This design comes from an exercise in tuning for small area, a short achievable clock period and few clock cycles on the open sky130 flow, not from production work. In this exercise RTL edits were held to simulation tests only and were not proved equivalent to the original.

// dsp_27x27s_arbiter
module dsp_27x27s_arbiter (
  input  logic         clk,
  input  logic         aclr_n,
  input  logic [3:0]   req_valid,
  output logic [3:0]   req_ready,
  input  logic [107:0] req_ax,
  input  logic [107:0] req_ay,
  output logic         res_valid,
  input  logic         res_ready,
  output logic [1:0]   res_id,
  output logic [53:0]  res_data
);
  logic [1:0]  ptr_q;      
  logic [3:0]  nxt_q;      
  logic        s1_v, s2_v;
  logic [1:0]  s1_id, s2_id;
  logic [26:0] s0_x;
  logic [13:0] s0_one, s0_two, s0_neg;
  logic [13:0] b_one, b_two, b_neg;
  logic [53:0] s1_a, s1_b, s2_p;
  logic [53:0] ra, rb;
  logic        en;
  logic [3:0]  blk;
  logic [3:0]  gnt;
  logic        any;
  logic [1:0]  nxt_id;
  logic [3:0]  win_a, win_b, nxt_d;
  logic [26:0] sel_x, sel_y;
  assign en = ~s2_v | res_ready;
  always_comb begin
    logic [1:0] di, dk;
    for (int i = 0; i < 4; i++) begin
      blk[i] = 1'b0;
      di = 2'(i) - ptr_q;
      for (int k = 0; k < 4; k++) begin
        dk = 2'(k) - ptr_q;
        if (dk < di && req_valid[k])
          blk[i] = 1'b1;
      end
    end
  end
  assign gnt       = nxt_q & req_valid & ~blk & {4{aclr_n & en}};
  assign req_ready = gnt;
  assign any       = |gnt;
  always_comb begin
    nxt_id = 2'd0;
    for (int i = 0; i < 4; i++) begin
      if (nxt_q[i]) nxt_id = 2'(i);
    end
  end
  always_comb begin
    logic [1:0] d;
    logic       fa, fb;
    win_a = '0;
    win_b = '0;
    fa = 1'b0;
    fb = 1'b0;
    for (int k = 0; k < 4; k++) begin
      d = nxt_id + 2'd1 + 2'(k);
      if (!fa && k < 3 && req_valid[d]) begin
        win_a[d] = 1'b1;
        fa = 1'b1;
      end
      d = ptr_q + 2'(k);
      if (!fb && req_valid[d]) begin
        win_b[d] = 1'b1;
        fb = 1'b1;
      end
    end
  end
  assign nxt_d = any ? win_a : win_b;
  always_comb begin
    sel_x = '0;
    sel_y = '0;
    for (int i = 0; i < 4; i++) begin
  ...
export LEC_CHECK = 0
export CAP_MARGIN = 20
export CORE_MARGIN = 2
export CORE_UTILIZATION = 45
export PLACE_DENSITY = 0.6
export SETUP_SLACK_MARGIN = 4.3
export SLEW_MARGIN = 20
export SYNTH_HIERARCHICAL = 1
create_clock -name core_clock -period 7.3 [get_ports {clk}]
standard.sh (not shown) runs the stock make flow with config.mk's settings and CLKGATE_MAP_FILE= SYNTH_SCRIPT=/design/flow/synth_recipe.tcl, a recipe that flattens the netlist after the stock synthesis.
==> flow/flow/run.sh <==
#!/bin/bash
# Standard layout, with buf_1 cells as the port buffers.
set -euo pipefail
export BUFFER_PORTS_ARGS="-buffer_cell sky130_fd_sc_hd__buf_1"
bash standard.sh finish > standard_flow.log 2>&1
Testbench counts at the start, summed over its fixed seeds: cycles 5,494.
Change:
--- a/flow/config.mk
+++ b/flow/config.mk
@@ -10,3 +10,4 @@
-export CORE_UTILIZATION = 45
-export PLACE_DENSITY = 0.6
-export SETUP_SLACK_MARGIN = 4.3
+export CORE_UTILIZATION = 65
+export CTS_BUF_LIST = sky130_fd_sc_hd__clkbuf_4 sky130_fd_sc_hd__clkbuf_8
+export PLACE_DENSITY = 0.75
+export SETUP_SLACK_MARGIN = 3.6
Effect:
- wire length drops by 13%
- utilization is higher by 15 points
- hold slack improves by 0.025 ns
- synthesized area stays the same
- via count decreases by 3.5%
- clock skew rose by 0.011 ns
- sequential cell count stays the same
- register-to-register slack hardly moves
Change:
--- a/flow/config.mk
+++ b/flow/config.mk
@@ -10 +10 @@
-export CORE_UTILIZATION = 65
+export CORE_UTILIZATION = 78
@@ -12 +12 @@
-export PLACE_DENSITY = 0.75
+export PLACE_DENSITY = 0.85
=>
- The new run aborted during global routing (5_1_grt) (GRT-0232)
- synthesized cell count does not change
- area after synthesis does not change
Change:
--- a/flow/config.mk
+++ b/flow/config.mk
@@ -10 +10 @@
-export CORE_UTILIZATION = 78
+export CORE_UTILIZATION = 45
@@ -12 +12 @@
-export PLACE_DENSITY = 0.85
+export PLACE_DENSITY = 0.6
Result:
- The changed run completed with no timing, DRC or antenna violations
- area after synthesis does not change
- synthesized cell count is unchanged

* * *

dsp_27x27s_arbiter, a different RTL version from the one above (not shown whole).
Size: about 2300 cells after synthesis, roughly 280 I/O pins, ~26000 sq um of cells after synthesis.
==> flow/config.mk <==
export PLATFORM = sky130hd
export DESIGN_NAME = dsp_27x27s_arbiter
export DESIGN_NICKNAME = dsp_27x27s_arbiter
export VERILOG_FILES = /design/flow/design.v
export SDC_FILE = /design/flow/constraint.sdc
export NUM_CORES = 4
export LEC_CHECK = 0
export CAP_MARGIN = 20
export CORE_MARGIN = 2
export CORE_UTILIZATION = 60
export CTS_BUF_LIST = sky130_fd_sc_hd__clkbuf_8 sky130_fd_sc_hd__clkbuf_16
export CTS_CLUSTER_DIAMETER = 80
export CTS_CLUSTER_SIZE = 16
export PLACE_DENSITY = 0.7
export SETUP_SLACK_MARGIN = 3.45
export SLEW_MARGIN = 20
export SYNTH_HIERARCHICAL = 1
==> flow/constraint.sdc <==
create_clock -name core_clock -period 7.3 [get_ports {clk}]
set_input_delay 1.4600 -clock core_clock [delete_from_list [all_inputs] [get_ports {clk}]]
set_output_delay 1.4600 -clock core_clock [all_outputs]
set_load 0.01 [all_outputs]
Scripts as last shown in full above: flow/flow/run.sh
The starting point finished clean.
Testbench counts at the start, summed over its fixed seeds: cycles 5,494.
==> next run, changes <==
- CORE_UTILIZATION: 60 -> 65
- CTS_BUF_LIST: sky130_fd_sc_hd__clkbuf_8 sky130_fd_sc_hd__clkbuf_16 -> sky130_fd_sc_hd__clkbuf_4 sky130_fd_sc_hd__clkbuf_8
- CTS_CLUSTER_DIAMETER: 80 -> unset
- CTS_CLUSTER_SIZE: 16 -> unset
- PLACE_DENSITY: 0.7 -> 0.75
- SETUP_SLACK_MARGIN: 3.45 -> 3.6
The changed run completed without violations.
Fmax came out higher by 1.2%.
Clock skew came out higher by 0.0088 ns.
Clock-buffer cell count came out higher by 42.
Final area came out higher by 4.8%.

* * *

== lane 1 ==
dsp_27x27s_arbiter again, from the RTL that the note above started with.
==> flow/design.v (excerpt) <==
module dsp_27x27s_arbiter (
  input  logic         clk,
  input  logic         aclr_n,
  input  logic [3:0]   req_valid,
  output logic [3:0]   req_ready,
  input  logic [107:0] req_ax,
  input  logic [107:0] req_ay,
  output logic         res_valid,
  input  logic         res_ready,
  output logic [1:0]   res_id,
  output logic [53:0]  res_data
);
clock: 7.3 ns
lec_check: 0
cap_margin: 5
core_margin: 2
core_utilization: 65
cts_buf_list: sky130_fd_sc_hd__clkbuf_8 sky130_fd_sc_hd__clkbuf_16
cts_cluster_diameter: 80
cts_cluster_size: 16
place_density: 0.75
setup_slack_margin: 3.6
slew_margin: 5
synth_hierarchical: 1
Scripts as last shown in full above: flow/flow/run.sh
Lane 1: done, clean on timing, DRC and antenna
Testbench counts of lane 1, summed over its fixed seeds: cycles 5,494.
Edits applied to the flow inputs when going from lane 1 to lane 2:
- changing SLEW_MARGIN from 5 to 20
- changing PLACE_DENSITY from 0.75 to 0.7
- changing CAP_MARGIN from 5 to 20
- changing CTS_CLUSTER_SIZE from 16 to 22
- changing CTS_CLUSTER_DIAMETER from 80 to 70
- changing CORE_UTILIZATION from 65 to 60
[summary]
- Met3 layer usage reported by global route, lane 2 and lane 1: higher on lane 1
- Lane 2 vs lane 1 — fmax climbed slightly
- Final cell count without fillers ended up 2.3% higher on lane 2 than on lane 1.
- Count of vias placed by the detailed router (lane 2 vs. lane 1) decreases slightly
- Diff lane 2 and lane 1: clock buffer instance count of the final layout higher in lane 2
- The run with more setup slack is lane 2; lane 1 has less.
- When lane 2 is measured against lane 1, its number of global-route vias before repair turns out 3.2% lower.
- Of the two candidates, lane 1 has the better cell area and lane 2 the worse one.
Input-level comparison between lane 3 and lane 2:
- CORE_UTILIZATION now 65, was 60
- CTS_CLUSTER_DIAMETER no longer set, was 70
- CTS_CLUSTER_SIZE no longer set, was 22
- CTS_BUF_LIST now sky130_fd_sc_hd__clkbuf_4 sky130_fd_sc_hd__clkbuf_8, was sky130_fd_sc_hd__clkbuf_8 sky130_fd_sc_hd__clkbuf_16
- SETUP_SLACK_MARGIN now 3.8, was 3.6
- PLACE_DENSITY now 0.75, was 0.7
--- outcome ---
Final instance area (lane 3 vs. lane 2) increases by a little under 10%
Lane 3 vs. lane 2: sequential share of layout area moved down, global-route track usage on met1 went up by 3.9 points.
For lane 4, these inputs were changed with respect to lane 3:
- swapping 65 for 60 in CORE_UTILIZATION
- putting CTS_CLUSTER_SIZE at 16 where nothing was set
- putting CTS_CLUSTER_DIAMETER at 80 where nothing was set
- swapping sky130_fd_sc_hd__clkbuf_4 sky130_fd_sc_hd__clkbuf_8 for sky130_fd_sc_hd__clkbuf_8 sky130_fd_sc_hd__clkbuf_16 in CTS_BUF_LIST
- swapping 3.8 for 3.6 in SETUP_SLACK_MARGIN
- swapping 0.75 for 0.7 in PLACE_DENSITY
Findings:
Diff lane 3 -> lane 4: buffer share of cell area now sits lower; first-pass GRT wire length moved down; die outline height increased 4.0%; worst setup slack went up; length of routed met2 wiring -about 15%.
Relative to lane 3, total wirelength of the detailed-routed design has decreased by 20 mm in lane 4.
The arrival time of data at the critical path endpoint in lane 4 was lower than what lane 3 gave.
Every stage of the flow completed for lane 4, and the final layout passed the timing, design-rule and antenna checks.

* * *

Setup of north:
Starting RTL as in the previous note.
==> flow/config.mk <==
export PLATFORM = sky130hd
export DESIGN_NAME = dsp_27x27s_arbiter
export DESIGN_NICKNAME = dsp_27x27s_arbiter
export VERILOG_FILES = /design/flow/design.v
export SDC_FILE = /design/flow/constraint.sdc
export NUM_CORES = 4
export LEC_CHECK = 0
export CAP_MARGIN = 20
export CORE_MARGIN = 2
export CORE_UTILIZATION = 60
export CTS_BUF_LIST = sky130_fd_sc_hd__clkbuf_8 sky130_fd_sc_hd__clkbuf_16
export CTS_CLUSTER_DIAMETER = 80
export CTS_CLUSTER_SIZE = 16
export PLACE_DENSITY = 0.7
export SETUP_SLACK_MARGIN = 3.75
export SLEW_MARGIN = 20
export SYNTH_HIERARCHICAL = 1
==> flow/constraint.sdc <==
create_clock -name core_clock -period 7.3 [get_ports {clk}]
set_input_delay 1.4600 -clock core_clock [delete_from_list [all_inputs] [get_ports {clk}]]
set_output_delay 1.4600 -clock core_clock [all_outputs]
set_load 0.01 [all_outputs]
Scripts as last shown in full above: flow/flow/run.sh
north completed every stage of the flow, and the final layout passed the timing, design-rule and antenna checks.
Testbench counts of north, summed over its fixed seeds: cycles 5,494.
For south, these inputs were changed with respect to north:
diff --git a/flow/config.mk b/flow/config.mk
--- a/flow/config.mk
+++ b/flow/config.mk
@@ -9,3 +9,3 @@
 export CORE_MARGIN = 2
-export CORE_UTILIZATION = 60
+export CORE_UTILIZATION = 65
 export CTS_BUF_LIST = sky130_fd_sc_hd__clkbuf_8 sky130_fd_sc_hd__clkbuf_16
@@ -13,4 +13,4 @@
 export CTS_CLUSTER_SIZE = 16
-export PLACE_DENSITY = 0.7
-export SETUP_SLACK_MARGIN = 3.75
+export PLACE_DENSITY = 0.75
+export SETUP_SLACK_MARGIN = 3.6
 export SLEW_MARGIN = 20
Notes after the runs:
- south finished every stage and its layout cleared the timing, design-rule and antenna checks.
- Number of inserted filler cells in the final layout (higher): north
- Going from north to south, area of combinational cells with multiple inputs lower, setup slack lower, pre-CTS setup slack higher.
- Compared with north, south supports a lower clock frequency.
- As far as number of flip-flops and latches is concerned, south and north perform about the same.
- On HPWL after detailed placement, south does better than north.
- south reports its startpoint of the worst setup timing path as s0_x[2]$_DFF_P_ while north reports req_valid[1].
The following lists how east was set up differently from south:
diff --git a/flow/config.mk b/flow/config.mk
--- a/flow/config.mk
+++ b/flow/config.mk
@@ -10,5 +10,5 @@
 export CORE_UTILIZATION = 65
-export CTS_BUF_LIST = sky130_fd_sc_hd__clkbuf_8 sky130_fd_sc_hd__clkbuf_16
-export CTS_CLUSTER_DIAMETER = 80
-export CTS_CLUSTER_SIZE = 16
+export CTS_BUF_LIST = sky130_fd_sc_hd__clkbuf_8
+export CTS_CLUSTER_DIAMETER = 60
+export CTS_CLUSTER_SIZE = 20
 export PLACE_DENSITY = 0.75
Findings:
- Area occupied by registers: east vs south up about 0.33%
- Against south, via count of the first global-routing pass in east fell slightly.
- Between east and south, the area taken by multi-input logic gates figures differ only marginally.
- Against south, east reports a total detailed-routing wirelength that is higher.
- south has a lower endpoint arrival time on the critical path than east.
- Relative to south, met2 routing resource usage after global routing has decreased by 0.54 points in east.
- Wire length of the first global-routing pass in east is 0.89% lower than in south

==> static timing again, ports no longer ideal <==
How much do the figures lean on ideal ports? The routed layouts below were timed once more, with nothing changed but the port constraints.
Step 1 assumes that a clkbuf_16 drives the clock port and a buf_2 every other input.
Step 2, shift: input delay + t, output delay - t, t = (earliest + latest rising clock arrival at the registers) / 2. This alone moves slack from input paths to output paths.
a / b / c = ideal ports / drivers / drivers and shift; a / b = the first two.
| run | t (ns) | slack for setup (ns) | worst setup path after step 2 | cell pins on the clock port's net |
|---|---|---|---|---|
| the first run of note 1 | 0.655 | 3.451 / 3.446 / 2.854 | input to register | 1 |
| the second run of note 1 | 0.645 | 3.442 / 3.442 / 2.984 | input to register | 1 |
| the fourth run of note 1 | 0.673 | 3.425 / 3.379 / 3.029 | input to register | 1 |
| the first run of note 2 | 0.605 | 3.505 / 3.491 / 3.177 | input to register | 1 |
| the second run of note 2 | 0.660 | 3.552 / 3.552 / 3.172 | input to register | 1 |
| lane 1 | 0.581 | 3.545 / 3.545 / 3.233 | input to register | 1 |
| lane 2 | 0.621 | 3.614 / 3.575 / 3.198 | input to register | 1 |
| lane 3 | 0.704 | 3.345 / 3.345 / 3.113 | input to register | 1 |
| lane 4 | 0.609 | 3.631 / 3.591 / 3.152 | input to register | 1 |
| north | 0.623 | 3.645 / 3.591 / 3.193 | input to register | 1 |
| south | 0.581 | 3.545 / 3.545 / 3.233 | input to register | 1 |
| east | 0.654 | 3.563 / 3.559 / 3.186 | input to register | 1 |
After both steps every run listed still meets setup and hold. The setup slack of the first run of note 1, which loses most, moves by -0.005 ns with the drivers and by -0.597 ns with both steps.
